Background: an optimization exercise with open tools, aiming at small area. Do not read the settings as production practice. The RTL was checked by simulation tests, not by an equivalence proof against the original design.

## flow/design.v (module list and top-level ports; edited modules follow where they fit)
// module data_path: 169 lines
// module dp_mul: 2337 lines
// module dp_div: 6963 lines
module data_path #(
    parameter int WIDTH = 32
) (
    input  logic             clk,
    input  logic             reset,
    input  logic [15:0]      Rout,
    input  logic             HIout, LOout, Zhighout, Zlowout, PCout, IRout,
    input  logic             MDRout, INout, Cout, Yout, MARout,
    input  logic [15:0]      Rin,
    input  logic             HIin, LOin, PCin, IRin, Zin, Yin, MARin, MDRin,
    input  logic             Read, IncPC,
    input  logic             ADD, SUB, AND, OR, MUL, DIV, SHR, SHRA, SHL, ROR, ROL, NEG, NOT,
    input  logic [WIDTH-1:0] IN,
    output logic [WIDTH-1:0] BusMuxOut,
    output logic [WIDTH-1:0] PC,
    output logic [WIDTH-1:0] PC_PLUS_1
);
  // ...
==> flow/run.sh <==
#!/bin/bash
# synth_recipe.tcl (not shown) runs the flow's synth.tcl, then flattens the netlist and writes it again
# the make line also repeats each setting of config.mk as NAME=value (left out here)
make -C /OpenROAD-flow-scripts/flow DESIGN_CONFIG=/design/flow/config.mk WORK_HOME=/design/flow/orfs CLKGATE_MAP_FILE= SYNTH_SCRIPT=/design/flow/synth_recipe.tcl finish
==> flow/config.mk <==
export PLATFORM = sky130hd
export DESIGN_NAME = data_path
export DESIGN_NICKNAME = data_path
export VERILOG_FILES = /design/flow/design.v
export SDC_FILE = /design/flow/constraint.sdc
export NUM_CORES = 4
export LEC_CHECK = 0
export ABC_AREA = 1
export CAP_MARGIN = 20
export CORE_MARGIN = 2
export CORE_UTILIZATION = 40
export SLEW_MARGIN = 20
==> flow/constraint.sdc <==
create_clock -name core_clock -period 125.0 [get_ports {clk}]
set_input_delay 25.0000 -clock core_clock [delete_from_list [all_inputs] [get_ports {clk}]]
set_output_delay 25.0000 -clock core_clock [all_outputs]
set_load 0.01 [all_outputs]
==> run notes, run 1 <==
- Seq area share: 22.6%
- Reg2reg start: v_gpr[0]$_DFF_PN0_
- Half-perimeter wire length after placement: approximately 320000 um
- Post-DRT Antenna Nets: 0
- Placer congestion estimate: between 1 and 1.5
- Inverters excl. clock: around 1600
- Number of nets in the layout: 14000
- Slowest-stage cell, CP: a21oi_2
- Crit start category: input pin
- Placed Area: 104000 um^2
- DR pass1 iterations: 13
- IO Count: 196
- Pin count of the biggest net entering global routing: 62
- Syn avg cell area: 7.51 um^2
- 1st-iter DRT viols: 13800
- Synth Area in Compound Gates: 13.0%
- WL final: 449000 um
- Tapcells: 3366
- Mux contribution to synthesized area: less than 1%
- Gr ovfl total: 0
- Status: finished clean
- HP Start: v_gpr[9]$_DFF_PN0_
- H-tree lvl count: 3
- Critical path fanouts, max: 61
- RSZ-0062 raised after global routing: no
- Clock Path Buffers: 3
- CP required: 125.35 ns
- Most common cell in the synthesized netlist: nand2_1
- Largest register FFs: 512
- Rows: 185
- Top_reg_cell synth: edfxtp_1
- Post-route clock period utilization: 62.7%
==> run 2: changes to the inputs <==
--- a/flow/config.mk
+++ b/flow/config.mk
@@ -9,4 +9,5 @@
 export CAP_MARGIN = 20
 export CORE_MARGIN = 2
 export CORE_UTILIZATION = 40
+export CTS_BUF_LIST = sky130_fd_sc_hd__clkbuf_4
 export SLEW_MARGIN = 20
==> run 2 against run 1 <==
Effect of this change: still clean; synthesized cell count stayed put; utilization hardly changed; worst setup slack better by 0.47 ns; sequential share of layout area hardly changed; critical endpoint is now r_z[54]$_DFFE_PP_; largest cell class unchanged.
==> run notes, run 2 <==
- Initial antenna violation count: 41 (was 39)
- Final setup viols: 0 (unchanged)
- Clock Path Buffers: 3 (unchanged)
- Met3 Track Usage GR: 10.8% (was 9.99%)
- I/O Buffers: 195 (unchanged)
- Initial Util: 40.2% (unchanged)
- Pin count of the biggest net entering global routing: 62 (unchanged)
- Gr ovfl total: 0 (unchanged)
- Post-synth top cells: nand2_1 (3423), inv_1 (1335), nand3_1 (1259) (unchanged)
- Leading cell type in the layout, fill and taps excluded: nand2_1 (unchanged)
- Max Clk Rate: 0.0128 GHz (about the same)
- CTS tree: built (unchanged)
- Post-DRT Antenna Nets: 0 (unchanged)
- Slowest-stage cell, CP: a21oi_2 (unchanged)
- EDFF count, synth: 736 (unchanged)
- 1st-iter DRT viols: 13600 (was 13800)
- Fraction of registers with async set/reset: 10.5% (unchanged)
- Placer congestion estimate: 1.07 (unchanged)
- Routed vias/inst: 5.95 (was 5.97)
- Max-cap violations: 0 (unchanged)
- Layout cell share with drive strength beyond 1: 16.2% (was 14.8%)
- Clk sinks: 822 (unchanged)
- Largest registers: r_gpr: 512 flops, r_z: 64 flops (unchanged)
- Placed Area: 104000 um^2 (unchanged)
- Critical Path Max Stage Delay: 0.80 ns (about the same)
- Worst-path clk slew: 0.07 ns (was 0.06 ns)
- Min-Delay Path Class: reg2reg (unchanged)
- WL per Instance: 26.4 um (was 26.6 um)
- Tot GR Track Use: 33.6% (was 33.5%)
- Synth top area share: 21.7% (unchanged)
- CP required: 125.83 ns (was 125.35 ns)
- Post-CTS sizing: 0 (unchanged)
- Core Region: 254000 um^2 (unchanged)
- Final std cells w/o fill: 17100 (was 16800)
- Post-route clock period utilization: 62.3% (was 62.7%)
- WL final: 450000 um (was 449000 um)
- Grt peak-use layer: met2 (unchanged)
- Reg-to-reg slack, setup: 71.20 ns (was 71.17 ns)
- Register area share after synthesis: 23.8% (unchanged)
- DR pass1 iterations: 12 (was 13)
- Worst slew margin: 17.6% (was 10.4%)
- WP data arrival: 78.69 ns (was 78.68 ns)
- Synth Instances: 13600 (unchanged)
- Critical path fanouts, max: 61 (unchanged)
- Die width: 509 um (unchanged)
- Post-layout instance area: 107000 um^2 (about the same)
- Final hold vios: 0 (unchanged)
- Die span in y: 509 um (unchanged)
- Fill cells: 26200 (was 26100)
- Status: finished clean (unchanged)
- Most common cell on crit path: nand2_1 (unchanged)
- Post-CTS repair timing setup buffer count: 0 (unchanged)
- Largest register FFs: 512 (unchanged)
- Max-slew violations: 0 (unchanged)
- Num CTS Buffers: 206 (was 84)
- Netlist Area Pre-Place: 102000 um^2 (unchanged)
- Syn avg cell area: 7.51 um^2 (unchanged)
- Top_reg_cell synth: edfxtp_1 (unchanged)
- Post-Syn Nets: 14200 (unchanged)
- Hold buffers post-CTS: 0 (unchanged)
- Clock Skews: 0.111 ns (was 0.0430 ns)
- Slew @ Worst Pin: 1.24 ns (was 1.34 ns)
- Rows: 185 (unchanged)
- Met1 Track Usage GR: 41.1% (was 41.5%)
- Half-perimeter wire length after placement: 325000 um (unchanged)
- Crit start category: input pin (unchanged)
- Cell variety after synth: 118 (unchanged)
- #FFs+latches synth: 822 (unchanged)
- P&R area growth vs syn: 4.95% (was 4.93%)
- # DRC: 0 (unchanged)
- Largest Register: r_gpr (unchanged)
- Most frequent cells in the layout: nand2_1 (3418), inv_1 (1327), nand3_1 (1247) (unchanged)
- RSZ-0062 raised after global routing: no (unchanged)
- Vias: 101000 (was 100000)
- Crit path kind: in2reg (unchanged)
- Crit path time final: 77.86 ns (was 78.33 ns)
- IO Count: 196 (unchanged)
- Placed cells: 16700 (unchanged)
- Leading area contributor after synthesis: edfxtp_1 (unchanged)
- Warnings, synthesis: 1 (unchanged)
- Vias in the first global route: 93200 (was 92100)
- Clk Latency, worst-skew pair: 1.15 ns (was 0.68 ns)
- Die area: 259000 um^2 (unchanged)
- Met2 usage: 51.1% (about the same)
- First-pass GRT wire length: 644000 um (was 642000 um)
- Root Driver: clkbuf_4 (was clkbuf_16)
- Synth top area cells: edfxtp_1 (22%), nand2_1 (13%), fa_1 (7.8%), xor2_1 (6.2%), nand3_1 (6.2%) (unchanged)
- H-tree lvl count: 4 (was 3)
- Number of nets in the layout: 14100 (was 14000)
- Most common cell in the synthesized netlist: nand2_1 (unchanged)
- Setup_tns: 0 ns (unchanged)
- Crit. End Element: register (unchanged)
[run 2: changes by cell type in the layout (fill, tap and decap cells not counted), moves of 3 or more]
cell	previous run	this run
clkbuf_4	0	309
clkbuf_16	84	0
clkinv_1	65	96
clkbuf_1	30	0
clkinv_2	28	21
clkinv_16	5	0
diode_2	15	18
[run 2: cells by family (layout without fill, tap and decap cells)]
kind of cell    count (synthesis)  count (layout)  share of synthesized area [%]
xor+xnor                      761             761                           6.68
fa+ha+maj                     514             514                           9.23
buf+inv                      2432            2509                           13.1
mux                            12              12                          0.118
compound gates               2073            2073                           13.0
simple gates                 6979            6979                           34.1
flops                         822             822                           23.8
other cells                     0              18                              0
[run 2: worst max-delay path: cells and delay by family]
| kind | cells | cell delay (ns) |
|---|---|---|
| AND/OR/NAND/NOR | 288 | 39.64 |
| AO/OA/AOI/OAI | 20 | 6.63 |
| buffers and inverters | 39 | 5.84 |
| XOR/XNOR | 3 | 0.85 |
| adder cells (fa/ha/maj) | 1 | 0.42 |
[run 2: path summary, 6_finish.rpt]
path / start / to / cells past startpoint
hold reg to reg: v_gpr[13]$_DFF_PN0_ / v_gpr[13]$_DFF_PN0_ / 1
hold / removal: v_gpr[13]$_DFF_PN0_ / v_gpr[13]$_DFF_PN0_ / 1
setup / recovery: Rout[0] / r_z[54]$_DFFE_PP_ / 351
min in group asynchronous: reset / v_gpr[1]$_DFF_PN0_ / 1
setup reg to reg: v_gpr[0]$_DFF_PN0_ / r_z[54]$_DFFE_PP_ / 350
max in group asynchronous: reset / r_y[31]$_DFFE_PN0P_ / 2
[run 2: stage by stage]
step,utilization (%),hold WS (ns),setup WS [ns]
2_1_floorplan,-,0.428,61.91
3_3_place_gp,41.1,0.444,46.98
3_5_place_dp,41.1,0.444,46.70
4_1_cts,42.2,0.464,47.76
5_1_grt,42.2,0.473,41.47
6_report,42.2,0.461,47.14
[run 2: cell type report]
cell class	instances	area, um^2	area share (%)
inverters	1625	6580	6.14
flip-flops and latches	822	24300	22.6
diodes	18	45.0	0.0420
clock inverters	59	352	0.328
multi-input cells	10300	65100	60.8
well taps	3366	4210	3.93
clock buffers	309	2320	2.17
repair buffers	516	4260	3.98
[run 2: layer usage]
| metal | vias up | wire [um] |
|---|---|---|
| met1 | 47800 | 168000 |
| met4 | 50 | 35200 |
| met2 | 6206 | 192000 |
| li1 | 45600 | - |
| met3 | 1779 | 54600 |
| met5 | - | 663 |

## port drivers added, routing unchanged
Ports are ideal in the flow. The routed layouts listed here were re-timed in OpenROAD.
Step 1 sets driving cells, clkbuf_16 on the clock port and buf_2 on the other inputs (assumed; they add their load-dependent delay and slew).
Step 2 moves the port delays by t, midway between the first and last clock arrival at a register: inputs arrive t later, outputs are due t later. That takes back most of the time a late clock gives input paths.
Three values: ideal ports, drivers, drivers and shift; two values: the first two.
| run | t (ns) | setup slack, ns | latest minus earliest clock arrival (ns) |
|---|---|---|---|
| run 1 | 0.734 | 46.670 / 46.714 / 45.980 | 0.044 / 0.044 |
| run 2 | 1.164 | 47.136 / 47.178 / 46.013 | 0.115 / 0.115 |
After both steps setup and hold are still met in every run listed. For run 2, which loses most, drivers alone change the setup slack by +0.042 ns; drivers and shift together by -1.123 ns.
